This is an optimization exercise on Yosys and OpenROAD, whose aim is small area, a short achievable clock period and few clock cycles per item, not a production implementation.
The RTL was checked by simulation tests, not by an equivalence proof against the original design.
No activity file was given, so power comes from the tool's default toggle rates.

Setup of build 94:
Design signed_to_radix_digits, start of the top module:
module signed_to_radix_digits
(
  input  logic                   clk,
  input  logic                   rst_n,
  input  logic                   in_tvalid,
  output logic                   in_tready,
  input  logic [IN_TDATA_W-1:0]  in_tdata,    
  output logic                   out_tvalid,
  input  logic                   out_tready,
  output logic [OUT_TDATA_W-1:0] out_tdata,   
  output logic                   out_tlast    
);
For scale: roughly 3400 cells after synthesis, ~390 flip-flops, about 32000 um2 of cells after synthesis.
Settings: LEC_CHECK=0, CAP_MARGIN=50, CORE_MARGIN=2, CORE_UTILIZATION=40, SLEW_MARGIN=50; clock period 16.0 ns.
standard.sh (not shown) runs the stock make flow with config.mk's settings and CLKGATE_MAP_FILE= SYNTH_SCRIPT=/design/flow/synth_recipe.tcl, a recipe that flattens the netlist after the stock synthesis.
==> flow/flow/run.sh <==
#!/bin/bash
# The standard layout (the standard.sh: standard synthesis, floorplan, placement,
# CTS, routing), with ORFS's setup repair aiming for 11 ns of slack instead of 0, so
# that the resizer also works on paths that already meet the 16 ns clock.
# make's full output goes to standard_flow.log; ORFS keeps each step's log under orfs/logs.
set -euo pipefail
bash standard.sh SETUP_SLACK_MARGIN=11 finish > standard_flow.log 2>&1
Per the final summary, build 94 finished and its layout is clean on timing, DRC and antenna.
Testbench counts of build 94, summed over its fixed seeds: cycles 12,556, numbers 512.
#### Input delta (build 29 over build 94)
==> flow/flow/run.sh <==
#!/bin/bash
# The standard layout (the standard.sh: standard synthesis, floorplan, placement,
# CTS, routing), with ORFS's setup repair aiming for 11.75 ns of slack instead of 0, so
# that the resizer also works on paths that already meet the 16 ns clock.
# make's full output goes to standard_flow.log; ORFS keeps each step's log under orfs/logs.
set -euo pipefail
bash standard.sh SETUP_SLACK_MARGIN=11.75 finish > standard_flow.log 2>&1
[summary]
- Diff build 94..build 29 | number of flip-flops and latches | unchanged
- Build 94 vs build 29, beginning of the critical path: ready_r vs out_last_r
- Build 94 has a lower worst clock skew on the final layout than build 29.
- Area growth from synthesis to final layout ends up higher on build 29.
- Changes observed in build 29 relative to build 94: fill cell total of the finished layout fell by about 3.3%, post-route cell area increased by 6.2% relative to the old numbers, clock group total power did not really move, worst relative slew slack moved up.
The inputs of build 79 differ from those of build 29 as listed below.
==> flow/run.sh (new file) <==
#!/bin/bash
# synth_recipe.tcl (not shown) runs the flow's synth.tcl, then flattens the netlist and writes it again
# the make line also repeats each setting of config.mk as NAME=value (left out here)
make -C /OpenROAD-flow-scripts/flow DESIGN_CONFIG=/design/flow/config.mk WORK_HOME=/design/flow/orfs CLKGATE_MAP_FILE= SYNTH_SCRIPT=/design/flow/synth_recipe.tcl finish
diff --git a/flow/config.mk b/flow/config.mk
--- a/flow/config.mk
+++ b/flow/config.mk
@@ -6,6 +6,6 @@
 export NUM_CORES = 4
 export LEC_CHECK = 0
-export CAP_MARGIN = 50
+export CAP_MARGIN = 20
 export CORE_MARGIN = 2
 export CORE_UTILIZATION = 40
-export SLEW_MARGIN = 50
+export SLEW_MARGIN = 20
removed: flow/flow/run.sh
removed: flow/standard.sh
Results
Build 79 went all the way through synthesis, placement and routing and the layout is clean on timing, DRC and antenna.
Build 79 against build 29: total design power now smaller, data arrival time at the worst-slack endpoint now larger, non-clock buffer count now smaller, clock latency on the worst-skew pair comparable.
Multi-input combinational gate total: build 29 vs build 79, no meaningful difference
Build 29 reports its cell with the largest stage delay on the worst path as sky130_fd_sc_hd__edfxtp_1 while build 79 reports sky130_fd_sc_hd__nand3_1.
A critical setup path kind of register to primary output is what build 29 shows, while register to register belongs to build 79.
Going from build 29 to build 79, area fraction of clock buffers and clock inverters held; placed wire-length estimate held.
In build 79, the pin count of the biggest net entering global routing came out 42 below the value in build 29.
Final critical-path share of the clock period was lower in the run labelled build 29.
Modified inputs, build 3 compared to build 79
==> flow/flow/run.sh (new file) <==
#!/bin/bash
# The standard layout (the standard.sh: standard synthesis, floorplan, placement,
# CTS, routing), with ORFS's setup repair aiming for 11.5 ns of slack instead of 0, so
# that the resizer also works on paths that already meet the 16 ns clock.
# make's full output goes to standard_flow.log; ORFS keeps each step's log under orfs/logs.
set -euo pipefail
bash standard.sh SETUP_SLACK_MARGIN=11.5 finish > standard_flow.log 2>&1
==> flow/standard.sh (new file) <==
#!/bin/bash
# synth_recipe.tcl (not shown) runs the flow's synth.tcl, then flattens the netlist and writes it again
# the make line also repeats each setting of config.mk as NAME=value (left out here)
make -C /OpenROAD-flow-scripts/flow DESIGN_CONFIG=/design/flow/config.mk WORK_HOME=/design/flow/orfs CLKGATE_MAP_FILE= SYNTH_SCRIPT=/design/flow/synth_recipe.tcl "${@:-finish}"
diff --git a/flow/config.mk b/flow/config.mk
--- a/flow/config.mk
+++ b/flow/config.mk
@@ -6,6 +6,6 @@
 export NUM_CORES = 4
 export LEC_CHECK = 0
-export CAP_MARGIN = 20
+export CAP_MARGIN = 50
 export CORE_MARGIN = 2
 export CORE_UTILIZATION = 40
-export SLEW_MARGIN = 20
+export SLEW_MARGIN = 50
removed: flow/run.sh
--- outcome ---
Compared with build 79, build 3 has extra setup slack.
Build 79 → build 3: tap cell count essentially unchanged, detailed-route wire length per cell increased by 0.59 um relative to the old numbers.
[build 3] area of the multi-input gates rose 3.5% relative to build 79
What build 25 does differently from build 3 at the input level:
==> flow/flow/run.sh <==
#!/bin/bash
# The standard layout (the standard.sh: standard synthesis, floorplan, placement,
# CTS, routing), with ORFS's setup repair aiming for 12 ns of slack instead of 0, so
# that the resizer also works on paths that already meet the 16 ns clock.
# make's full output goes to standard_flow.log; ORFS keeps each step's log under orfs/logs.
set -euo pipefail
bash standard.sh SETUP_SLACK_MARGIN=12 finish > standard_flow.log 2>&1
--- outcome ---
- Delta(global placement routability congestion, build 25 - build 3) < 0
- Summary of build 25 over build 3: power share of the clock group has decreased; number of unique standard cell types used by synthesis held steady; total power higher; wire length of the first global-routing pass rose by about 4.4%; sequential share of layout area moved down.
- The routed wire length of build 25 exceeds that of build 3 by about 10%.
- The final reports for build 25 and build 3 show synthesis-to-finish area growth higher in the former.
- Delta (build 25 minus build 3): all-layer global routing usage rose by 1.2 points, number of global-route vias before repair rose by 1349.

[re-timing with driven ports]
How much do the figures lean on ideal ports? The routed layouts below were timed once more, with nothing changed but the port constraints. Step 1: set_driving_cell puts a clkbuf_16 on clk and a buf_2 on each other input, an assumption about the parent block. Step 2 also shifts input and output timing later by t, the mid clock arrival at the registers, as if the neighbouring blocks saw the same clock. Three values: ideal, step 1, step 2; two values: the first two.
| run | t, ns | slack for setup (ns) | cell pins on the clock port's net |
|---|---|---|---|
| build 94 | 0.661 | 11.086 / 11.023 / 10.714 | 1 |
| build 29 | 0.662 | 11.685 / 11.617 / 11.263 | 1 |
| build 79 | 0.653 | 10.300 / 10.300 / 10.300 | 1 |
| build 3 | 0.656 | 11.543 / 11.480 / 10.949 | 1 |
| build 25 | 0.675 | 11.696 / 11.628 / 11.416 | 1 |
After both steps setup and hold are still met in every run listed. For build 3, which loses most, drivers alone change the setup slack by -0.063 ns; drivers and shift together by -0.594 ns.
